What follows belongs to an exercise in optimizing a design on an open flow for small area and a short achievable clock period; a production flow would make more cautious choices. At most, simulation tests tie the RTL to the original design; equivalence was not proved. For run 2, only the layout was checked, not whether the RTL still works. Power and IR drop assume default switching activity.

===== flow/run.sh =====
#!/bin/bash
# synth_recipe.tcl (not shown) runs the flow's synth.tcl, then flattens the netlist and writes it again
# the make line also repeats each setting of config.mk as NAME=value (left out here)
make -C /OpenROAD-flow-scripts/flow DESIGN_CONFIG=/design/flow/config.mk WORK_HOME=/design/flow/orfs CLKGATE_MAP_FILE= SYNTH_SCRIPT=/design/flow/synth_recipe.tcl finish

===== flow/config.mk =====
export PLATFORM = sky130hd
export DESIGN_NAME = fifo_flag_1clk
export DESIGN_NICKNAME = fifo_flag_1clk
export VERILOG_FILES = /design/flow/design.v
export SDC_FILE = /design/flow/constraint.sdc
export NUM_CORES = 4
export LEC_CHECK = 0
export CAP_MARGIN = 20
export CORE_MARGIN = 2
export CORE_UTILIZATION = 55
export SETUP_SLACK_MARGIN = 5
export SLEW_MARGIN = 20
export SYNTH_MEMORY_MAX_BITS = 8192
export TNS_END_PERCENT = 100

===== flow/constraint.sdc =====
create_clock -name core_clock -period 8.5 [get_ports {clk}]
set_input_delay 1.7000 -clock core_clock [delete_from_list [all_inputs] [get_ports {clk}]]
set_output_delay 1.7000 -clock core_clock [all_outputs]
set_load 0.01 [all_outputs]

===== flow/design.v =====
module fifo_flag_1clk (
  input  logic       clk,
  input  logic       rst_n,
  input  logic       wrreq,
  input  logic [7:0] wrdin,
  output logic       wrfull,
  output logic       wrafull,
  output logic [9:0] wrusedw,
  output logic       wroverflow,
  input  logic       rdreq,
  output logic [7:0] rddout,
  output logic       rdempty,
  output logic       rdaempty,
  output logic [9:0] rdusedw,
  output logic       rdunderflow
);
  async_fifo_flag u_fifo (
    .rst_n      (rst_n),
    .wrclk      (clk),
    .rdclk      (clk),
    .wrreq      (wrreq),
    .wrdin      (wrdin),
    .wrfull     (wrfull),
    .wrafull    (wrafull),
    .wrusedw    (wrusedw),
    .wroverflow (wroverflow),
    .rdreq      (rdreq),
    .rddout     (rddout),
    .rdempty    (rdempty),
    .rdaempty   (rdaempty),
    .rdusedw    (rdusedw),
    .rdunderflow(rdunderflow)
  );
endmodule

module async_fifo_flag #(
  parameter int unsigned DATA_W      = 8,
  parameter int unsigned ADDR_W      = 9,
  parameter int unsigned SYNC_STAGES = 2,
  parameter int unsigned SHOW_AHEAD  = 1,
  parameter int unsigned AFULL_TH    = 480,
  parameter int unsigned AEMPTY_TH   = 32
) (
  input  logic              rst_n,
  input  logic              wrclk,
  input  logic              rdclk,
  input  logic              wrreq,
  input  logic [DATA_W-1:0] wrdin,
  output logic              wrfull,
  output logic              wrafull,
  output logic [ADDR_W:0]   wrusedw,
  output logic              wroverflow,
  input  logic              rdreq,
  output logic [DATA_W-1:0] rddout,
  output logic              rdempty,
  output logic              rdaempty,
  output logic [ADDR_W:0]   rdusedw,
  output logic              rdunderflow
);
  localparam int unsigned PtrW  = ADDR_W + 1;
  localparam int unsigned Depth = 1 << ADDR_W;
  localparam logic [PtrW-1:0] Full     = PtrW'(Depth);
  localparam logic [PtrW-1:0] AFullTh  = PtrW'(AFULL_TH);
  localparam logic [PtrW-1:0] AEmptyTh = PtrW'(AEMPTY_TH);
  logic [DATA_W-1:0] mem [Depth];
  logic [PtrW-1:0]   wu_q, ru_q;
  logic              wfull_q, wafull_q, wovf_q;
  logic              rempty_q, raempty_q, rudf_q;
  logic [DATA_W-1:0] dout_q;
  logic              we, re;
  logic              we_d1, we_d2, re_d1, re_d2;
  logic [ADDR_W-1:0] wp_q, wa_q;
  logic [DATA_W-1:0] wd_q;
  logic              wv_q;
  logic [ADDR_W-1:0] fp_q;
  logic [PtrW-1:0]   nf_q;
  logic [1:0]        qn_q;
  logic [DATA_W-1:0] q0_q, q1_q;
  logic              fe;
  logic [DATA_W-1:0] fd, l0, l1, q0_d;
  assign we = wrreq & ~wfull_q;
  assign re = rdreq & ~rempty_q;
  logic [PtrW-1:0] wu_a, wu_b, wu_d;
  logic            wfull_a, wfull_b, wafull_a, wafull_b;
  assign wu_a     = wu_q - PtrW'(re_d2);
  assign wu_b     = wu_a + 1'b1;
  assign wfull_a  = (wu_a == Full);
  assign wfull_b  = (wu_b == Full);
  assign wafull_a = (wu_a >= AFullTh);
  assign wafull_b = (wu_b >= AFullTh);
  assign wu_d     = we ? wu_b : wu_a;
  logic [PtrW-1:0] ru_a, ru_b, ru_d;
  logic            rempty_a, rempty_b, raempty_a, raempty_b;
  assign ru_a      = ru_q + PtrW'(we_d2);
  assign ru_b      = ru_a - 1'b1;
  assign rempty_a  = (ru_a == '0);
  assign rempty_b  = (ru_b == '0);
  assign raempty_a = (ru_a <= AEmptyTh);
  assign raempty_b = (ru_b <= AEmptyTh);
  assign ru_d      = re ? ru_b : ru_a;
  assign fe = (nf_q != '0) & ~qn_q[1];
  assign fd = mem[fp_q];
  assign l0 = (qn_q != 2'd0) ? q0_q : fd;
  assign l1 = qn_q[1] ? q1_q : fd;
  assign q0_d = re ? l1 : l0;
  always_ff @(posedge wrclk or negedge rst_n) begin
    if (!rst_n) begin
      wu_q      <= '0;
      wfull_q   <= 1'b0;
      wafull_q  <= 1'b0;
      wovf_q    <= 1'b0;
      ru_q      <= '0;
      rempty_q  <= 1'b1;
      raempty_q <= 1'b1;
      rudf_q    <= 1'b0;
      dout_q    <= '0;
      we_d1     <= 1'b0;
      we_d2     <= 1'b0;
      re_d1     <= 1'b0;
      re_d2     <= 1'b0;
      wp_q      <= '0;
      wv_q      <= 1'b0;
      fp_q      <= '0;
      nf_q      <= '0;
      qn_q      <= '0;
    end else begin
      wu_q      <= wu_d;
      wfull_q   <= we ? wfull_b : wfull_a;
      wafull_q  <= we ? wafull_b : wafull_a;
      wovf_q    <= wrreq & wfull_q;
      ru_q      <= ru_d;
      rempty_q  <= re ? rempty_b : rempty_a;
      raempty_q <= re ? raempty_b : raempty_a;
      rudf_q    <= rdreq & rempty_q;
      dout_q    <= (re ? rempty_b : rempty_a) ? '0 : q0_d;
      we_d1     <= we;
      we_d2     <= we_d1;
      re_d1     <= re;
      re_d2     <= re_d1;
      wp_q      <= wp_q + ADDR_W'(we);
      wv_q      <= we;
      fp_q      <= fp_q + ADDR_W'(fe);
      nf_q      <= nf_q + PtrW'(we_d1) - PtrW'(fe);
      qn_q      <= qn_q + 2'(fe) - 2'(re);
    end
  end
  always_ff @(posedge wrclk) begin
    wa_q <= wp_q;
    wd_q <= wrdin;
    q0_q <= q0_d;
    q1_q <= l1;
  end
  always_ff @(posedge wrclk) begin
    if (wv_q) begin
      mem[wa_q] <= wd_q;
    end
  end
  assign wrusedw     = wu_q;
  assign wrfull      = wfull_q;
  assign wrafull     = wafull_q;
  assign wroverflow  = wovf_q;
  assign rdusedw     = ru_q;
  assign rdempty     = rempty_q;
  assign rdaempty    = raempty_q;
  assign rdunderflow = rudf_q;
  assign rddout      = dout_q;
endmodule

==> results of run 1 <==
placed cells by master (no fill, tap or decap), types with 40 or more instances in the layout:
cell | Yosys | routed
sky130_fd_sc_hd__buf_12 | 2 | 40
sky130_fd_sc_hd__nand2_1 | 183 | 148
sky130_fd_sc_hd__o21ai_0 | 60 | 49
sky130_fd_sc_hd__buf_4 | 70 | 220
sky130_fd_sc_hd__mux2_2 | 127 | 127
sky130_fd_sc_hd__xnor2_1 | 47 | 47
sky130_fd_sc_hd__nor2_1 | 587 | 228
sky130_fd_sc_hd__nor3_1 | 52 | 44
sky130_fd_sc_hd__a211oi_1 | 65 | 54
sky130_fd_sc_hd__nand3_1 | 78 | 64
sky130_fd_sc_hd__buf_16 | 0 | 57
sky130_fd_sc_hd__nor2_2 | 0 | 355
sky130_fd_sc_hd__clkbuf_1 | 201 | 79
sky130_fd_sc_hd__mux2i_1 | 281 | 259
sky130_fd_sc_hd__edfxtp_1 | 4096 | 4096
sky130_fd_sc_hd__clkinv_2 | 0 | 77
sky130_fd_sc_hd__clkinv_1 | 1 | 110
sky130_fd_sc_hd__mux4_2 | 885 | 885
sky130_fd_sc_hd__dfrtp_1 | 66 | 46
sky130_fd_sc_hd__o22ai_1 | 185 | 179
sky130_fd_sc_hd__a21oi_1 | 63 | 50
sky130_fd_sc_hd__a22oi_1 | 163 | 139
sky130_fd_sc_hd__clkbuf_16 | 0 | 453
where the power goes:
group,switching [W],leakage [nW],internal (W)
Clock,0.00787,6.61,0.0105
Combinational,0.0109,14.3,0.00803
Sequential,0.000357,37.9,0.0230
worst max-delay path: cells and delay by family, from the launching register on:
kind          cells  cell delay (ps)
simple gates      3             2450
flops             1              920
stage by stage:
| stage | power, W | instance area (µm²) | utilization, % |
|---|---|---|---|
| floorplan | 0.03417 | 163300 | - |
| global placement | 0.03928 | 167700 | 56.66 |
| detailed placement | 0.03934 | 167800 | 56.67 |
| CTS | 0.05942 | 184600 | 62.35 |
| global route | 0.06228 | 187400 | 63.30 |
| finish | 0.06066 | 187400 | 63.31 |
logic make-up after synthesis:
group                    Yosys count
XOR/XNOR                          62
flip-flops                      4197
adder cells (fa/ha/maj)           30
multiplexers                    1293
buffers and inverters            514
AO/OA/AOI/OAI                    735
AND/OR/NAND/NOR                 1070
cells in the mapped netlist, types with 9 or more instances:
| cell type | number | area (µm²) |
|---|---|---|
| sky130_fd_sc_hd__o31ai_1 | 21 | 157.7 |
| sky130_fd_sc_hd__ha_1 | 29 | 362.9 |
| sky130_fd_sc_hd__o221ai_1 | 51 | 446.7 |
| sky130_fd_sc_hd__nand4_1 | 21 | 131.4 |
| sky130_fd_sc_hd__clkbuf_1 | 201 | 754.5 |
| sky130_fd_sc_hd__inv_1 | 40 | 150.1 |
| sky130_fd_sc_hd__a22oi_1 | 163 | 1224 |
| sky130_fd_sc_hd__nor2b_1 | 22 | 137.6 |
| sky130_fd_sc_hd__edfxtp_1 | 4096 | 123000 |
| sky130_fd_sc_hd__mux2_2 | 127 | 1430 |
| sky130_fd_sc_hd__nor3_1 | 52 | 260.3 |
| sky130_fd_sc_hd__o22ai_1 | 185 | 1157 |
| sky130_fd_sc_hd__nand3_1 | 78 | 390.4 |
| sky130_fd_sc_hd__and2_1 | 10 | 62.56 |
| sky130_fd_sc_hd__a21oi_1 | 63 | 315.3 |
| sky130_fd_sc_hd__buf_4 | 70 | 525.5 |
| sky130_fd_sc_hd__a211oi_1 | 65 | 488.0 |
| sky130_fd_sc_hd__a31oi_1 | 17 | 106.4 |
| sky130_fd_sc_hd__buf_2 | 95 | 475.5 |
| sky130_fd_sc_hd__a221oi_1 | 28 | 245.2 |
| sky130_fd_sc_hd__dfxtp_1 | 33 | 660.6 |
| sky130_fd_sc_hd__xnor2_1 | 47 | 411.6 |
| sky130_fd_sc_hd__dfrtp_1 | 66 | 1652 |
| sky130_fd_sc_hd__mux4_2 | 885 | 19930 |
| sky130_fd_sc_hd__buf_6 | 65 | 732.0 |
| sky130_fd_sc_hd__nor2_1 | 587 | 2203 |
| sky130_fd_sc_hd__o211ai_1 | 12 | 90.09 |
| sky130_fd_sc_hd__buf_1 | 32 | 120.1 |
| sky130_fd_sc_hd__nand3b_1 | 9 | 67.56 |
| sky130_fd_sc_hd__nand2b_1 | 24 | 150.1 |
| sky130_fd_sc_hd__mux2i_1 | 281 | 2813 |
| sky130_fd_sc_hd__nor4_1 | 17 | 106.4 |
| sky130_fd_sc_hd__and3_1 | 13 | 81.33 |
| sky130_fd_sc_hd__o2111ai_1 | 10 | 87.58 |
| sky130_fd_sc_hd__a22o_1 | 10 | 87.58 |
| sky130_fd_sc_hd__o21ai_0 | 60 | 300.3 |
| sky130_fd_sc_hd__nand2_1 | 183 | 686.9 |
| sky130_fd_sc_hd__xor2_1 | 15 | 131.4 |
sequential cells by signal (all words and copies together) (netlist names), 8 cells and up:
name,flops
u_fifo.wu_q,10
u_fifo.ru_q,10
u_fifo.wa_q,9
u_fifo.dout_q,8
u_fifo.wd_q,8
u_fifo.mem,4096
u_fifo.q0_q,8
u_fifo.fp_q,9
u_fifo.q1_q,8
u_fifo.nf_q,10
u_fifo.wp_q,9
what timing repair did:
item                        CTS  global route
buffers inserted             70            97
pin swaps                    22            55
cloned                       36            23
setup endpoints to repair  1290          2316
resized for setup           449           397
final timing paths:
check                                     end  slack (ps)
hold / removal                   u_fifo.re_d2         360
hold reg to reg                  u_fifo.re_d2         360
min in group asynchronous       u_fifo.wovf_q         570
setup / recovery           u_fifo.mem[113][2]        4750
setup reg to reg           u_fifo.mem[113][2]        4750
max in group asynchronous      u_fifo.fp_q[1]        6590
final cells by class:
class | count | share of cell area (%)
Sequential cell | 4197 | 66.93
Antenna cell | 8 | 0.01068
Timing Repair Buffer | 428 | 3.102
Inverter | 42 | 0.09547
Tap cell | 3939 | 2.630
Clock inverter | 257 | 1.322
Clock buffer | 511 | 5.914
Multi-Input combinational cell | 3192 | 20.00
metal layers:
layer,vias up,track usage [%],wire length [µm],share of wire [%]
li1,33650,-,-,-
met1,44500,41.97,180500,39
met2,4086,47.45,220800,48
met3,759,5.447,38470,8.4
met4,12,11.24,18710,4.1
met5,-,0,88,0.019
==> impl_metrics.py, run 1 <==
metrics = {
    "synthesis": {
        "syn-mean-instance-area_um2": 20.66,
        "synthMuxAreaShare_pct": 14.81,
        "yosys.area_share.simple_pct": 2.880,
        "synthDistinctLibCells": 85,
        "post_synth_fa_ha_maj_area_fraction_pct": 0.2345,
        "post_synth_instance_area_um2": 163200,
        "postSynth.topFlopCell": "sky130_fd_sc_hd__edfxtp_1",
        "ys_warn_count": 1,
        "post_synth_edffs": 4096,
        "ys_seq_elements": 4197,
        "synth_async_reset_ratio_pct": 1.620,
        "syn-instance-count": 7901,
        "largest_family_of_logic_cells_by_synthesized_area": "multiplexers",
        "synth_seq_area_share_pct": 76.80,
        "syn_nets": 7943,
        "synthesized_area_fraction_occupied_by_ao_oa_aoi_and_oai_cells_pct": 3.163,
        "xor_xnor_cell_area_share_of_the_yosys_netlist_pct": 0.3327,
    },
    "place": {
        "port-buffer-count": 45,
        "dp.cells": 11570,
        "pre_cts_slack_ps": 3312,
        "dp_hpwl_um": 258900,
        "gp_routability_congestion": 0.8665,
    },
    "setup_path": {
        "criticalPathCategory": "reg2reg",
        "cp-start-kind": "register",
        "crit_path_max_fanout": 16,
        "startpoint": "u_fifo.wa_q[6]",
        "reg2regPathDepth": 3,
        "end_kind": "register",
        "critical-path-slowest-cell": "sky130_fd_sc_hd__dfxtp_1",
        "arrival_ps": 4350,
        "critPathRequiredTime_ps": 9110,
        "crit_path_cell_trace": "nor3b_2 -> nand2_1 -> nor2_1",
        "worst_r2r_src": "u_fifo.wa_q[6]",
        "worst_path_largest_cell_delay_ps": 920,
    },
    "detailed_routing": {
        "detail-route-antenna-nets": 0,
        "routed-via-count": 83010,
        "drt_iter0_drc": 10160,
        "routedWlPerCell_um": 36.47,
        "avgViaCountPerCell": 6.602,
        "post-route-drc-count": 0,
        "first_pass_iters": 6,
        "route.final.wire_length_um": 458600,
    },
    "clocking": {
        "tritoncts_num_sinks": 4197,
        "clk_latency_ps": 980,
        "clockRootBuffer": "sky130_fd_sc_hd__clkbuf_16",
        "cts_buffers": 426,
        "clock_tree.htree_level_count": 5,
        "tritoncts": "built",
        "max-clock-path-buffers": 4,
        "clkSlewWorstSetupHoldPaths_ps": 60,
        "hold_buffers": 0,
    },
    "job": {
        "max_cap_viol_count": 0,
    },
    "global_routing": {
        "first_pass_grt_wire_length_um": 632200,
        "antenna_found_initial": 17,
        "grt_max_degree": 207,
        "grt-ovfl-total": 0,
        "vias_in_the_first_global_route": 81830,
        "grt.total_usage_pct": 29.91,
    },
    "timing": {
        "report.final.slew_viol_count": 0,
        "slew_headroom_pct": 19.59,
        "fin_worst_skew_ps": 65.53,
        "holdWs_ps": 356.7,
        "report.final.setup_viol": 0,
        "fin_setup_tns_ps": 0,
        "rsz0062_at_grt": "true",
        "min_period_over_period_pct": 44.06,
        "peak_clock_frequency_supported_by_timing_mhz": 267.0,
        "finalHoldViolCount": 0,
        "final.setup.worst_slack_ps": 4755,
        "worst-slew-pin-transition_ps": 1206,
        "fin_crit_ps": 3745,
    },
    "hold_path": {
        "holdCritStartpoint": "u_fifo.re_d1",
        "hold_path_depth": 0,
        "hold_path_class": "reg2reg",
    },
    "floorplan": {
        "initial_util_pct": 55.14,
        "fp-row-count": 200,
        "die_y_um": 548.8,
        "fp.coreArea_um2": 296000,
        "die_area_um2": 301200,
        "num_io_pins": 46,
        "floorplan.die.width_um": 548.8,
    },
    "finish": {
        "fin_cells": 12570,
        "layout.area.seq_um2": 125400,
        "drive_gt1_share_pct": 30.42,
        "syn_to_final_growth_pct": 14.81,
        "fillerInstances": 20240,
        "final_net_count": 8329,
        "area_occupied_by_multi_input_gates_um2": 37480,
    },
    "power": {
        "pwr_density_cell_nw_per_um2": 323.7,
        "ir_drop_uv": 247.4,
        "leakage_nw": 58.79,
    },
    "run_status": {
        "status": "no timing/DRC/antenna violations",
    },
}
==> run 2, diff against run 1 <==
--- a/flow/design.v
+++ b/flow/design.v
@@ -61,2 +61,6 @@
   localparam int unsigned Depth = 1 << ADDR_W;
+  localparam int unsigned BankW = 3;
+  localparam int unsigned NB    = 1 << BankW;
+  localparam int unsigned RowW  = ADDR_W - BankW;
+  localparam int unsigned Rows  = 1 << RowW;
   localparam logic [PtrW-1:0] Full     = PtrW'(Depth);
@@ -64,3 +68,2 @@
   localparam logic [PtrW-1:0] AEmptyTh = PtrW'(AEMPTY_TH);
-  logic [DATA_W-1:0] mem [Depth];
   logic [PtrW-1:0]   wu_q, ru_q;
@@ -71,6 +74,4 @@
   logic              we_d1, we_d2, re_d1, re_d2;
-  logic [ADDR_W-1:0] wp_q, wa_q;
-  logic [DATA_W-1:0] wd_q;
-  logic              wv_q;
-  logic [ADDR_W-1:0] fp_q;
+  logic [ADDR_W-1:0] wp_q;
+  logic [BankW-1:0]  fb_q;
   logic [PtrW-1:0]   nf_q;
@@ -80,4 +81,22 @@
   logic [DATA_W-1:0] fd, l0, l1, q0_d;
+  logic [DATA_W-1:0] bo_q [NB];
   assign we = wrreq & ~wfull_q;
   assign re = rdreq & ~rempty_q;
+  for (genvar b = 0; b < NB; b++) begin : g_bank
+    logic [DATA_W-1:0] mem [Rows];
+    logic [RowW-1:0]   row_q;
+    always_ff @(posedge wrclk) begin
+      if (we && wp_q[BankW-1:0] == BankW'(b)) begin
+        mem[wp_q[ADDR_W-1:BankW]] <= wrdin;
+      end
+      bo_q[b] <= mem[row_q];
+    end
+    always_ff @(posedge rdclk or negedge rst_n) begin
+      if (!rst_n) begin
+        row_q <= '0;
+      end else if (fe && fb_q == BankW'(b)) begin
+        row_q <= row_q + 1'b1;
+      end
+    end
+  end
   logic [PtrW-1:0] wu_a, wu_b, wu_d;
@@ -92,3 +111,3 @@
   logic [PtrW-1:0] ru_a, ru_b, ru_d;
-  logic            rempty_a, rempty_b, raempty_a, raempty_b;
+  logic            rempty_a, rempty_b, raempty_a, raempty_b, rempty_d;
   assign ru_a      = ru_q + PtrW'(we_d2);
@@ -100,6 +119,7 @@
   assign ru_d      = re ? ru_b : ru_a;
-  assign fe = (nf_q != '0) & ~qn_q[1];
-  assign fd = mem[fp_q];
-  assign l0 = (qn_q != 2'd0) ? q0_q : fd;
-  assign l1 = qn_q[1] ? q1_q : fd;
+  assign rempty_d  = re ? rempty_b : rempty_a;
+  assign fe   = (nf_q != '0) & ~qn_q[1];
+  assign fd   = bo_q[fb_q];
+  assign l0   = (qn_q != 2'd0) ? q0_q : fd;
+  assign l1   = qn_q[1] ? q1_q : fd;
   assign q0_d = re ? l1 : l0;
@@ -121,4 +141,3 @@
       wp_q      <= '0;
-      wv_q      <= 1'b0;
-      fp_q      <= '0;
+      fb_q      <= '0;
       nf_q      <= '0;
@@ -131,6 +150,6 @@
       ru_q      <= ru_d;
-      rempty_q  <= re ? rempty_b : rempty_a;
+      rempty_q  <= rempty_d;
       raempty_q <= re ? raempty_b : raempty_a;
       rudf_q    <= rdreq & rempty_q;
-      dout_q    <= (re ? rempty_b : rempty_a) ? '0 : q0_d;
+      dout_q    <= rempty_d ? '0 : q0_d;
       we_d1     <= we;
@@ -140,4 +159,3 @@
       wp_q      <= wp_q + ADDR_W'(we);
-      wv_q      <= we;
-      fp_q      <= fp_q + ADDR_W'(fe);
+      fb_q      <= fb_q + BankW'(fe);
       nf_q      <= nf_q + PtrW'(we_d1) - PtrW'(fe);
@@ -146,12 +164,5 @@
   end
-  always_ff @(posedge wrclk) begin
-    wa_q <= wp_q;
-    wd_q <= wrdin;
+  always_ff @(posedge rdclk) begin
     q0_q <= q0_d;
     q1_q <= l1;
-  end
-  always_ff @(posedge wrclk) begin
-    if (wv_q) begin
-      mem[wa_q] <= wd_q;
-    end
   end
==> run 2 against run 1 <==
  * Still clean
  * Maximum frequency up 2.8%
  * Clock skew down 30 ps
  * Worst setup slack better by 100 ps
  * Routed wire length down 0.88%
  * Critical path depth up 4
  * Clock-buffer cell count up 4
  * Synthesized area up 1.4%
  * Sequential power up 6%
  * Global-route usage about the same
  * Die area up 1.4%
  * First-iteration DRC count up 15%
  * Sequential cell count up 89
  * Critical endpoint is now u_fifo.g_bank[7].mem[59][4]
  * Largest power group unchanged
==> impl_metrics.py, run 2 <==
metrics = {
    "run_status": {
        "status": "no timing/DRC/antenna violations",
    },
    "global_routing": {
        "antenna_found_initial": 37,
        "grt.total_usage_pct": 29.88,
        "grt_max_degree": 152,
        "grt-ovfl-total": 0,
        "vias_in_the_first_global_route": 77310,
        "first_pass_grt_wire_length_um": 632900,
    },
    "job": {
        "max_cap_viol_count": 0,
    },
    "detailed_routing": {
        "drt_iter0_drc": 11640,
        "detail-route-antenna-nets": 0,
        "route.final.wire_length_um": 454500,
        "routedWlPerCell_um": 38.50,
        "first_pass_iters": 5,
        "avgViaCountPerCell": 6.689,
        "routed-via-count": 78980,
        "post-route-drc-count": 0,
    },
    "synthesis": {
        "synth.cells.most_frequent": "sky130_fd_sc_hd__edfxtp_1 (4096), sky130_fd_sc_hd__mux4_2 (1332), sky130_fd_sc_hd__nor2_1 (569)",
        "post-synth-top-area-cell": "sky130_fd_sc_hd__edfxtp_1",
        "syn-instance-count": 7227,
        "ys_warn_count": 2,
        "yosysMostFrequentCell": "sky130_fd_sc_hd__edfxtp_1",
        "synth_seq_area_share_pct": 76.96,
        "syn_nets": 7277,
        "synthDistinctLibCells": 76,
        "synth_async_reset_ratio_pct": 2.566,
        "yosys-top-cells-area": "sky130_fd_sc_hd__edfxtp_1 (74%), sky130_fd_sc_hd__mux4_2 (18%), sky130_fd_sc_hd__dfrtp_1 (1.6%)",
        "postSynth.topFlopCell": "sky130_fd_sc_hd__edfxtp_1",
        "ys_seq_elements": 4286,
        "synth_largest_type_area_fraction_pct": 74.32,
        "post_synth_instance_area_um2": 165500,
        "post_synth_edffs": 4096,
        "syn-mean-instance-area_um2": 22.90,
    },
    "setup_path": {
        "critPathRequiredTime_ps": 9090,
        "crit_path_max_fanout": 40,
        "end_kind": "register",
        "reg2regPathDepth": 5,
        "worst_r2r_endpoint": "u_fifo.g_bank[3].mem[59][5]",
        "cp-start-kind": "input pin",
        "startpoint": "wrreq",
        "criticalPathCategory": "in2reg",
        "arrival_ps": 4230,
        "worst_r2r_src": "u_fifo.wp_q[3]",
        "setup.reg_to_reg.worst_slack_ps": 4870,
    },
    "timing": {
        "fin_worst_skew_ps": 35.03,
        "rsz0062_at_grt": "true",
        "final.setup.worst_slack_ps": 4857,
        "report.final.slew_viol_count": 0,
        "peak_clock_frequency_supported_by_timing_mhz": 274.5,
        "finalHoldViolCount": 0,
        "min_period_over_period_pct": 42.86,
        "holdWs_ps": 358.5,
        "report.final.setup_viol": 0,
        "fin_setup_tns_ps": 0,
        "worst-slew-pin-transition_ps": 1244,
        "fin_crit_ps": 3643,
        "slew_headroom_pct": 16.77,
    },
    "floorplan": {
        "fp.coreArea_um2": 299500,
        "floorplan.die.width_um": 552.5,
        "num_io_pins": 46,
        "die_y_um": 552.5,
        "fp-row-count": 201,
        "die_area_um2": 305300,
        "initial_util_pct": 55.25,
    },
    "clocking": {
        "tritoncts": "built",
        "tritoncts_num_sinks": 4286,
        "clockRootBuffer": "sky130_fd_sc_hd__clkbuf_16",
        "clkSlewWorstSetupHoldPaths_ps": 60,
        "clk_latency_ps": 960,
        "max-clock-path-buffers": 4,
        "cts_buffers": 420,
        "clock_tree.htree_level_count": 5,
    },
    "finish": {
        "syn_to_final_growth_pct": 13.01,
        "fillerInstances": 19850,
        "number_of_flip_flops_under_the_largest_register_name": 4096,
        "final_net_count": 7527,
        "most_used_cells_in_the_layout_excluding_fill_and_tap_cells": "sky130_fd_sc_hd__edfxtp_1 (4096), sky130_fd_sc_hd__mux4_2 (1332), sky130_fd_sc_hd__clkbuf_16 (427), sky130_fd_sc_hd__nor2_1 (312), sky130_fd_sc_hd__nor2_2 (173)",
        "layout.cells.most_common": "sky130_fd_sc_hd__edfxtp_1",
        "drive_gt1_share_pct": 33.14,
    },
    "hold_path": {
        "holdCritStartpoint": "u_fifo.re_d1",
        "hold_path_class": "reg2reg",
        "worstHoldEndpoint": "u_fifo.re_d2",
        "hold_path_depth": 0,
    },
    "place": {
        "dp_hpwl_um": 278600,
        "pre_cts_slack_ps": 3231,
        "gp_routability_congestion": 0.8790,
        "port-buffer-count": 45,
    },
    "power": {
        "pwr_density_cell_nw_per_um2": 313.8,
        "ir_drop_uv": 236.5,
        "leakage_nw": 57.13,
    },
}
run 2: report_power, final:
group / switching (W) / leakage [nW] / internal, W
sequential: 0.00123 / 38.8 / 0.0237
combinational: 0.00760 / 11.5 / 0.00706
clock: 0.00799 / 6.87 / 0.0111
total: 0.0168 / 57.1 / 0.0419
run 2: stage by stage:
step,total power (W),instances,cell area [µm²],utilization (%)
6_report,0.05869,11810,187000,62.44
3_3_place_gp,0.03958,10980,171000,57.09
5_1_grt,0.06042,11790,187000,62.43
4_1_cts,0.05888,11790,186200,62.18
3_5_place_dp,0.03965,10980,171000,57.10
2_1_floorplan,0.03452,7227,165500,-
run 2: per-layer routing:
layer  vias to the layer above  GRT usage [%]  part of all wire, %
li1                      30990              -                    -
met1                     42520          44.31                   40
met2                      4774          44.89                   47
met3                       689          6.074                  9.7
met4                        12          10.47                  3.7
met5                         -              0                0.019
run 2: critical path: stages:
cell                              delay [ps]
sky130_fd_sc_hd__clkdlybuf4s50_1         540
sky130_fd_sc_hd__nand2b_2                260
sky130_fd_sc_hd__inv_6                   300
sky130_fd_sc_hd__nand4_1                 230
sky130_fd_sc_hd__buf_6                   350
sky130_fd_sc_hd__buf_6                   340
sky130_fd_sc_hd__nor2_2                  400
run 2: kinds of logic (layout without fill, tap and decap cells):
logic type	Yosys count	count (layout)	share of synthesized area, %
AO/OA/AOI/OAI	139	139	0.6011
flip-flops	4286	4286	76.96
adder cells (fa/ha/maj)	38	38	0.2918
AND/OR/NAND/NOR	850	850	2.191
other	0	15	0
XOR/XNOR	93	93	0.4922
multiplexers	1375	1375	18.40
buffers and inverters	446	1053	1.065
run 2: layout make-up:
type                            instances  area [µm²]  share of cell area (%)
Sequential cell                      4286      127400                   68.14
Multi-Input combinational cell       2495       37670                   20.14
Clock buffer                          515       11140                   5.954
Tap cell                             3958        4952                   2.648
Clock inverter                        264        3094                   1.654
Timing Repair Buffer                  242        2559                   1.368
Inverter                               32       125.1                 0.06690
Antenna cell                           15       37.54                 0.02007
run 2: repair_timing:
action,4_1_cts,5_1_grt
endpoints found under the setup margin,4019,2075
setup buffers,26,2
resized for setup,306,189
pin swaps,2,2
hold buffers,0,0
run 2: worst max path at each step:
stage	depth (start not counted)	slack (ps)	end
2_1_floorplan	10	5020	u_fifo.qn_q[1]
3_3_place_gp	6	3360	u_fifo.g_bank[6].mem[49][5]
3_5_place_dp	6	3230	u_fifo.g_bank[6].mem[5][7]
4_1_cts	5	4950	u_fifo.g_bank[1].mem[27][0]
5_1_grt	5	4780	u_fifo.g_bank[1].mem[27][0]
6_report	7	4860	u_fifo.g_bank[7].mem[59][4]
==> run 3, diff against run 2 <==
--- a/flow/design.v
+++ b/flow/design.v
@@ -75,4 +75,9 @@
   logic [ADDR_W-1:0] wp_q;
+  logic [NB-1:0]     wbank_q;
+  logic [RowW-1:0]   wrow_q;
+  logic [DATA_W-1:0] wd_q, wd2_q;
+  logic              byp_q;
   logic [BankW-1:0]  fb_q;
   logic [PtrW-1:0]   nf_q;
+  logic              nz_q, n1_q;
   logic [1:0]        qn_q;
@@ -87,7 +92,16 @@
     logic [RowW-1:0]   row_q;
+    logic [Rows-1:0]   rsel;
+    logic [DATA_W-1:0] rd_w;
     always_ff @(posedge wrclk) begin
-      if (we && wp_q[BankW-1:0] == BankW'(b)) begin
-        mem[wp_q[ADDR_W-1:BankW]] <= wrdin;
-      end
-      bo_q[b] <= mem[row_q];
+      if (wbank_q[b]) begin
+        mem[wrow_q] <= wd_q;
+      end
+      bo_q[b] <= rd_w;
+    end
+    always_comb begin
+      rd_w = '0;
+      for (int r = 0; r < Rows; r++) begin
+        rsel[r] = (row_q == RowW'(r));
+        rd_w = rd_w | (mem[r] & {DATA_W{rsel[r]}});
+      end
     end
@@ -120,4 +134,4 @@
   assign rempty_d  = re ? rempty_b : rempty_a;
-  assign fe   = (nf_q != '0) & ~qn_q[1];
-  assign fd   = bo_q[fb_q];
+  assign fe   = nz_q & ~qn_q[1];
+  assign fd   = byp_q ? wd2_q : bo_q[fb_q];
   assign l0   = (qn_q != 2'd0) ? q0_q : fd;
@@ -144,2 +158,6 @@
       qn_q      <= '0;
+      wbank_q   <= '0;
+      byp_q     <= 1'b0;
+      nz_q      <= 1'b0;
+      n1_q      <= 1'b0;
     end else begin
@@ -162,3 +180,15 @@
       qn_q      <= qn_q + 2'(fe) - 2'(re);
-    end
+      for (int i = 0; i < NB; i++) begin
+        wbank_q[i] <= we && wp_q[BankW-1:0] == BankW'(i);
+      end
+      byp_q     <= we_d1 & (~nz_q | (n1_q & fe));
+      nz_q      <= we_d1 | (nz_q & ~(n1_q & fe));
+      n1_q      <= (~nz_q & we_d1) | (n1_q & (we_d1 == fe)) |
+                   ((nf_q == PtrW'(2)) & fe & ~we_d1);
+    end
+  end
+  always_ff @(posedge wrclk) begin
+    wrow_q <= wp_q[ADDR_W-1:BankW];
+    wd_q   <= wrdin;
+    wd2_q  <= wd_q;
   end
==> flow/flow/run.sh (new file) <==
#!/bin/bash
set -euo pipefail
bash standard.sh SETUP_SLACK_MARGIN=5.5 finish > standard_make.log 2>&1
==> flow/standard.sh (new file) <==
#!/bin/bash
# synth_recipe.tcl (not shown) runs the flow's synth.tcl, then flattens the netlist and writes it again
# the make line also repeats each setting of config.mk as NAME=value (left out here)
make -C /OpenROAD-flow-scripts/flow DESIGN_CONFIG=/design/flow/config.mk WORK_HOME=/design/flow/orfs CLKGATE_MAP_FILE= SYNTH_SCRIPT=/design/flow/synth_recipe.tcl "${@:-finish}"
--- a/flow/config.mk
+++ b/flow/config.mk
@@ -9,5 +9,4 @@
 export CORE_MARGIN = 2
-export CORE_UTILIZATION = 55
-export SETUP_SLACK_MARGIN = 5
-export SLEW_MARGIN = 20
+export CORE_UTILIZATION = 50
+export SLEW_MARGIN = 40
 export SYNTH_MEMORY_MAX_BITS = 8192
removed: flow/run.sh
==> run 3 against run 2 <==
  * Still clean
  * Clock skew grew 11 ps
  * Via count up 42%
  * Utilization shrank 3.6 points
  * Sequential share of layout area fell by 1.5 points
  * Register-to-register slack gained 440 ps
  * Clock-buffer cell count grew 56
  * Total power down 9.0%
  * Maximum frequency grew 7.1%
  * Largest power group unchanged
  * Highest routed layer unchanged
==> impl_metrics.py, run 3 <==
metrics = {
    "run_status": {
        "status": "no timing/DRC/antenna violations",
    },
    "synthesis": {
        "synth.cells.most_frequent": "sky130_fd_sc_hd__edfxtp_1 (4096), sky130_fd_sc_hd__a22oi_1 (1212), sky130_fd_sc_hd__nor2_1 (692)",
        "synth_async_reset_ratio_pct": 2.802,
        "post-synth-top-area-cell": "sky130_fd_sc_hd__edfxtp_1",
        "post_synth_edffs": 4096,
        "postSynth.topFlopCell": "sky130_fd_sc_hd__edfxtp_1",
        "ys_warn_count": 2,
        "syn_nets": 10040,
        "syn-instance-count": 9962,
        "ys_seq_elements": 4319,
        "synth_largest_type_area_fraction_pct": 75.02,
        "yosys-top-cells-area": "sky130_fd_sc_hd__edfxtp_1 (75%), sky130_fd_sc_hd__a22oi_1 (5.5%), sky130_fd_sc_hd__and2_1 (2.1%)",
        "synth_seq_area_share_pct": 78.11,
        "post_synth_instance_area_um2": 164000,
        "synthDistinctLibCells": 90,
        "yosysMostFrequentCell": "sky130_fd_sc_hd__edfxtp_1",
        "syn-mean-instance-area_um2": 16.46,
    },
    "clocking": {
        "clock_tree.htree_level_count": 5,
        "hold_buffers": 0,
        "max-clock-path-buffers": 4,
        "clockRootBuffer": "sky130_fd_sc_hd__clkbuf_16",
        "tritoncts_num_sinks": 4319,
        "clkSlewWorstSetupHoldPaths_ps": 60,
        "tritoncts": "built",
        "clk_latency_ps": 1020,
        "cts_buffers": 438,
    },
    "place": {
        "post_dp_cell_area_um2": 172700,
        "port-buffer-count": 45,
        "dp_hpwl_um": 466700,
        "gp_routability_congestion": 1.040,
        "pre_cts_slack_ps": 4355,
    },
    "global_routing": {
        "first_pass_grt_wire_length_um": 925400,
        "vias_in_the_first_global_route": 101800,
        "grt_max_degree": 177,
        "antenna_found_initial": 101,
        "grt-ovfl-total": 0,
        "grt.total_usage_pct": 41.46,
    },
    "detailed_routing": {
        "routed-via-count": 112400,
        "route.final.wire_length_um": 706200,
        "first_pass_iters": 9,
        "drt_iter0_drc": 23490,
        "post-route-drc-count": 0,
        "avgViaCountPerCell": 7.192,
        "detail-route-antenna-nets": 0,
        "routedWlPerCell_um": 45.19,
    },
    "floorplan": {
        "floorplan.die.width_um": 576.6,
        "initial_util_pct": 50.16,
        "num_io_pins": 46,
        "die_y_um": 576.6,
        "die_area_um2": 332500,
        "fp.coreArea_um2": 326900,
        "fp-row-count": 210,
    },
    "finish": {
        "area_occupied_by_multi_input_gates_um2": 37190,
        "layout.cells.most_common": "sky130_fd_sc_hd__edfxtp_1",
        "fillerInstances": 24840,
        "final_net_count": 10790,
        "number_of_flip_flops_under_the_largest_register_name": 4096,
        "final_core_util_pct": 58.82,
        "layout.area.seq_um2": 128200,
        "drive_gt1_share_pct": 19.18,
        "syn_to_final_growth_pct": 17.27,
        "final_design_area_no_fill_um2": 192300,
        "most_used_cells_in_the_layout_excluding_fill_and_tap_cells": "sky130_fd_sc_hd__edfxtp_1 (4096), sky130_fd_sc_hd__a22oi_1 (1171), sky130_fd_sc_hd__buf_4 (517), sky130_fd_sc_hd__nor2_1 (472), sky130_fd_sc_hd__clkbuf_16 (454)",
    },
    "timing": {
        "report.final.slew_viol_count": 0,
        "holdWs_ps": 465.0,
        "peak_clock_frequency_supported_by_timing_mhz": 293.9,
        "fin_worst_skew_ps": 45.69,
        "finalHoldViolCount": 0,
        "worst-slew-pin-transition_ps": 1111,
        "fin_setup_tns_ps": 0,
        "final.setup.worst_slack_ps": 5097,
        "fin_crit_ps": 3403,
        "report.final.setup_viol": 0,
        "min_period_over_period_pct": 40.03,
        "slew_headroom_pct": 25.91,
        "rsz0062_at_grt": "true",
    },
    "power": {
        "ir_drop_uv": 184.3,
        "leakage_nw": 61.48,
        "pwr_density_cell_nw_per_um2": 277.7,
    },
    "setup_path": {
        "critical_path.top_delay_family": "flip-flops",
        "worst_path_largest_cell_delay_ps": 560,
        "critPathRequiredTime_ps": 6800,
        "criticalPathCategory": "reg2out",
        "crit_path_max_fanout": 3,
        "cp-start-kind": "register",
        "arrival_ps": 1700,
        "end_kind": "primary output",
        "crit_path_cell_trace": "buf_6",
        "worst-path-buf-inv": 1,
        "critical-path-slowest-cell": "sky130_fd_sc_hd__dfrtp_2",
    },
    "hold_path": {
        "hold_path_class": "reg2reg",
    },
    "job": {
        "max_cap_viol_count": 0,
    },
}
run 3: cell count changes after synthesis, sizes merged, moves of 66 or more:
cell and change:
nor3 +103, nand2 +222, a21oi +104, a22oi +1211
nor2 +126, mux2i +78, nand4 +235, nand3 +263
a221oi +200, a22o +239, o21ai +99, mux4 -1330
and2 +537, a32oi +66
run 3: final timing paths:
check / start / end / slack [ps] / depth (start not counted)
hold reg to reg: u_fifo.q1_q[0] / u_fifo.q1_q[0] / 470 / 2
hold / removal: u_fifo.q1_q[0] / u_fifo.q1_q[0] / 470 / 2
setup / recovery: u_fifo.wfull_q / wrfull / 5100 / 1
setup reg to reg: u_fifo.wrow_q[3] / u_fifo.g_bank[7].mem[9][3] / 5310 / 4
max in group asynchronous: rst_n / u_fifo.g_bank[4].row_q[4] / 6330 / 3
min in group asynchronous: rst_n / u_fifo.g_bank[2].row_q[3] / 590 / 1
run 3: layer usage:
layer	share of wire, %	global-route usage (%)	wire length, µm	up-vias
met5	0.032	0	224	-
met1	36	56.91	255300	57420
li1	-	-	-	42300
met4	5.8	20.84	41120	34
met2	43	59.89	304600	10750
met3	15	12.93	105000	1886
run 3: cell type report:
cell class / count / share of cell area, %
sequential: 4319 / 66.66
multi-input combinational: 5206 / 19.34
clock buffer: 571 / 6.177
timing repair buffer: 687 / 3.366
tap: 4346 / 2.828
clock inverter: 248 / 1.250
antenna: 182 / 0.2369
inverter: 67 / 0.1380
run 3: through the flow:
step                total power [W]  cells
floorplan                   0.02851   9962
global placement            0.03252  14380
detailed placement          0.03266  14400
CTS                         0.05236  15340
global route                0.05423  15480
finish                      0.05340  15630
run 3: kinds of logic after synthesis:
family	after synthesis	synth area share (%)
flops	4319	78.11
simple gates	2643	8.382
compound gates	2260	10.52
buf+inv	437	1.058
mux	147	0.9471
xor+xnor	95	0.5075
fa+ha+maj	61	0.4701
run 3: power by group:
part | switching, W | internal, W | total [W]
clock network | 0.00841 | 0.0111 | 0.0195
registers | 0.000647 | 0.0238 | 0.0245
logic | 0.00650 | 0.00288 | 0.00938
run 3: what timing repair did:
action / 4_1_cts / 5_1_grt
buffers inserted: 117 / 87
gates resized for setup: 610 / 234
endpoints found under the setup margin: 1186 / 725
gates cloned: 3 / 3
pin swaps: 59 / 70
==> run 4, diff against run 3 <==
--- a/flow/config.mk
+++ b/flow/config.mk
@@ -10,2 +10,4 @@
 export CORE_UTILIZATION = 50
+export CTS_CLUSTER_DIAMETER = 60
+export CTS_CLUSTER_SIZE = 18
 export SLEW_MARGIN = 40
==> run 4 against run 3 <==
  * Non-clock buffer count is 24 lower
  * Sequential power hardly changed
  * Still clean on timing, DRC and antenna
  * Clock skew hardly changed
  * Highest routed layer unchanged
  * Routed wire length is 0.61% lower
  * Sequential share of layout area is 1.4 points higher
  * Register-to-register slack better by 20 ps
  * First-iteration DRC count is 2.2% lower
  * Clock power is 17% lower
  * Combinational power is 2% lower
==> impl_metrics.py, run 4 <==
metrics = {
    "synthesis": {
        "post_synth_fa_ha_maj_area_fraction_pct": 0.4701,
        "ys_warn_count": 2,
        "ys_seq_elements": 4319,
        "post-synth-top-area-cell": "sky130_fd_sc_hd__edfxtp_1",
        "synthesized_area_fraction_occupied_by_ao_oa_aoi_and_oai_cells_pct": 10.52,
        "yosys-top-cells-area": "sky130_fd_sc_hd__edfxtp_1 (75%), sky130_fd_sc_hd__a22oi_1 (5.5%), sky130_fd_sc_hd__and2_1 (2.1%)",
        "synth_seq_area_share_pct": 78.11,
        "largest_family_of_logic_cells_by_synthesized_area": "compound AO/OA/AOI/OAI gates",
        "postSynth.topFlopCell": "sky130_fd_sc_hd__edfxtp_1",
        "synthMuxAreaShare_pct": 0.9471,
        "yosysMostFrequentCell": "sky130_fd_sc_hd__edfxtp_1",
        "synth.cells.most_frequent": "sky130_fd_sc_hd__edfxtp_1 (4096), sky130_fd_sc_hd__a22oi_1 (1212), sky130_fd_sc_hd__nor2_1 (692)",
        "synth_largest_type_area_fraction_pct": 75.02,
        "yosys.area_share.simple_pct": 8.382,
        "post_synth_instance_area_um2": 164000,
        "syn-instance-count": 9962,
        "syn-mean-instance-area_um2": 16.46,
        "xor_xnor_cell_area_share_of_the_yosys_netlist_pct": 0.5075,
        "synth_async_reset_ratio_pct": 2.802,
        "syn_nets": 10040,
        "post_synth_edffs": 4096,
        "synthDistinctLibCells": 90,
    },
    "clocking": {
        "max-clock-path-buffers": 4,
        "clkSlewWorstSetupHoldPaths_ps": 70,
        "cts_buffers": 328,
        "hold_buffers": 0,
        "clock_tree.htree_level_count": 5,
        "tritoncts_num_sinks": 4319,
        "clk_latency_ps": 1000,
        "clockRootBuffer": "sky130_fd_sc_hd__clkbuf_16",
        "tritoncts": "built",
    },
    "job": {
        "max_cap_viol_count": 0,
    },
    "detailed_routing": {
        "top_signal_layer_used": "met5",
        "first_pass_iters": 7,
        "routed-wl-met2_um": 301200,
        "route.final.wire_length_um": 701900,
        "detail-route-antenna-nets": 0,
        "avgViaCountPerCell": 7.228,
        "post-route-drc-count": 0,
        "routedWlPerCell_um": 45.72,
        "wl_met3_um": 100900,
        "m1WireLength_um": 256800,
        "routed-via-count": 111000,
        "drt_iter0_drc": 22980,
    },
    "hold_path": {
        "worstHoldEndpoint": "u_fifo.q1_q[0]",
        "holdCritStartpoint": "u_fifo.q1_q[0]",
        "hold_path_depth": 2,
        "hold_path_class": "reg2reg",
    },
    "setup_path": {
        "critPathRequiredTime_ps": 6800,
        "arrival_ps": 1710,
        "worst_r2r_endpoint": "u_fifo.g_bank[4].mem[55][5]",
        "worst_path_largest_cell_delay_ps": 570,
        "crit_path_max_fanout": 3,
        "critical-path-slowest-cell": "sky130_fd_sc_hd__dfrtp_2",
        "setup.reg_to_reg.worst_slack_ps": 5330,
        "worst_r2r_src": "u_fifo.wrow_q[5]",
        "reg2regPathDepth": 4,
        "critical_path.top_delay_family": "flip-flops",
        "end_kind": "primary output",
        "worst-path-buf-inv": 1,
        "crit_path_cell_trace": "buf_6",
        "criticalPathCategory": "reg2out",
        "cp-start-kind": "register",
    },
    "timing": {
        "fin_crit_ps": 3411,
        "worst-slew-pin-transition_ps": 1036,
        "report.final.slew_viol_count": 0,
        "min_period_over_period_pct": 40.13,
        "peak_clock_frequency_supported_by_timing_mhz": 293.1,
        "holdWs_ps": 469.3,
        "fin_setup_tns_ps": 0,
        "rsz0062_at_grt": "true",
        "report.final.setup_viol": 0,
        "fin_worst_skew_ps": 45.89,
        "finalHoldViolCount": 0,
        "slew_headroom_pct": 30.69,
    },
    "floorplan": {
        "die_y_um": 576.6,
        "floorplan.die.width_um": 576.6,
        "fp.coreArea_um2": 326900,
        "die_area_um2": 332500,
        "fp-row-count": 210,
        "num_io_pins": 46,
        "initial_util_pct": 50.16,
    },
    "place": {
        "dp_hpwl_um": 466700,
        "gp_routability_congestion": 1.040,
        "post_dp_cell_area_um2": 172700,
        "port-buffer-count": 45,
    },
    "power": {
        "leakage_nw": 59.50,
        "ir_drop_uv": 204.2,
        "total_power_w": 0.04982,
        "pwr_density_cell_nw_per_um2": 264.5,
    },
    "finish": {
        "final_net_count": 10660,
        "fillerInstances": 25120,
        "layout.cells.most_common": "sky130_fd_sc_hd__edfxtp_1",
        "syn_to_final_growth_pct": 14.90,
        "most_used_cells_in_the_layout_excluding_fill_and_tap_cells": "sky130_fd_sc_hd__edfxtp_1 (4096), sky130_fd_sc_hd__a22oi_1 (1171), sky130_fd_sc_hd__buf_4 (494), sky130_fd_sc_hd__nor2_1 (470), sky130_fd_sc_hd__and2_1 (397)",
        "area_occupied_by_multi_input_gates_um2": 37150,
        "number_of_flip_flops_under_the_largest_register_name": 4096,
        "drive_gt1_share_pct": 18.21,
        "layout.area.seq_um2": 128200,
        "final_design_area_no_fill_um2": 188400,
    },
    "global_routing": {
        "grt-ovfl-total": 0,
        "vias_in_the_first_global_route": 101000,
        "grt.total_usage_pct": 41.35,
        "first_pass_grt_wire_length_um": 922100,
        "antenna_found_initial": 95,
        "grt_max_degree": 177,
    },
    "run_status": {
        "status": "no timing/DRC/antenna violations",
    },
}
-- run 4: repair_timing --
action | in CTS | in global routing
endpoints found under the setup margin | 985 | 601
gates cloned | 4 | 2
buffers inserted | 111 | 69
resized for setup | 619 | 209
endpoints found under the hold margin | 0 | 0
pin swaps | 66 | 68
-- run 4: worst max path at each step --
stage | start | endpoint | slack, ps | cells after the start
after floorplan | wrreq | u_fifo.wfull_q | 5500 | 9
after global placement | wrreq | u_fifo.wfull_q | 4260 | 10
after detailed placement | wrreq | u_fifo.wfull_q | 4360 | 10
after CTS | u_fifo.wfull_q | wrfull | 5050 | 1
after global routing | u_fifo.wfull_q | wrfull | 5100 | 1
final | u_fifo.wfull_q | wrfull | 5090 | 1
-- run 4: layout make-up --
class | instances | share of cell area, %
diodes | 174 | 0.2311
clock inverters | 154 | 0.9617
inverters | 67 | 0.1408
well taps | 4346 | 2.886
repair inverters | 1 | 0.002657
multi-input cells | 5206 | 19.72
flip-flops and latches | 4319 | 68.03
repair buffers | 663 | 3.325
clock buffers | 423 | 4.701
-- run 4: metrics by stage --
step | worst slack, ps | instances | utilization, %
after floorplan | 5504 | 9962 | -
after detailed placement | 4355 | 14400 | 52.85
final | 5089 | 15350 | 57.64
after global placement | 4261 | 14380 | 52.61
after CTS | 5049 | 15090 | 56.94
after global routing | 5095 | 15220 | 57.54
-- run 4: power by group --
group	leakage (nW)	total (W)	switching, W	internal (W)
registers	39.1	0.0244	0.000646	0.0238
clock network	5.14	0.0162	0.00805	0.00813
logic	15.2	0.00920	0.00644	0.00276
-- run 4: routing by layer --
metal / global-route usage, % / up-vias
li1: - / 41950
met2: 59.68 / 10220
met5: 0 / -
met1: 57.25 / 56960
met4: 21.40 / 36
met3: 11.91 / 1807
-- run 4: cell families after synthesis --
family	after synthesis
AOI/OAI and AO/OA	2260
xor gates and xnor gates	95
adders and majority gates	61
buffers and inverters	437
DFF	4319
muxes	147
and+or+nand+nor	2643

## static timing again, ports no longer ideal
Ports are ideal in the flow. The routed layouts listed here were re-timed in OpenROAD. Step 1 (the two cells are an assumption about what drives the block):
set clk [get_ports {clk}]
set_driving_cell -lib_cell sky130_fd_sc_hd__clkbuf_16 $clk
set_driving_cell -lib_cell sky130_fd_sc_hd__buf_2 [delete_from_list [all_inputs] $clk]
Step 2 times the ports against the registers' clock, not the clock port: input delays grow and output delays shrink by t, the midpoint of the rising clock arrivals with the driver on. a / b / c = no drivers / after step 1 / after step 2; a / b = the first two.
run | t (ns) | slack for setup (ns) | hold slack, ns
run 1 | 1.047 | 4.755 / 4.755 / 4.148 | 0.357 / 0.357 / 0.357
run 2 | 1.047 | 4.857 / 4.866 / 3.885 | 0.359 / 0.359 / 0.359
run 3 | 1.107 | 5.097 / 4.977 / 4.538 | 0.465 / 0.465 / 0.465
run 4 | 1.090 | 5.089 / 4.968 / 4.665 | 0.469 / 0.469 / 0.469
After both steps setup and hold are still met in every run listed. For run 2, which loses most, drivers alone change the setup slack by +0.009 ns; drivers and shift together by -0.972 ns.
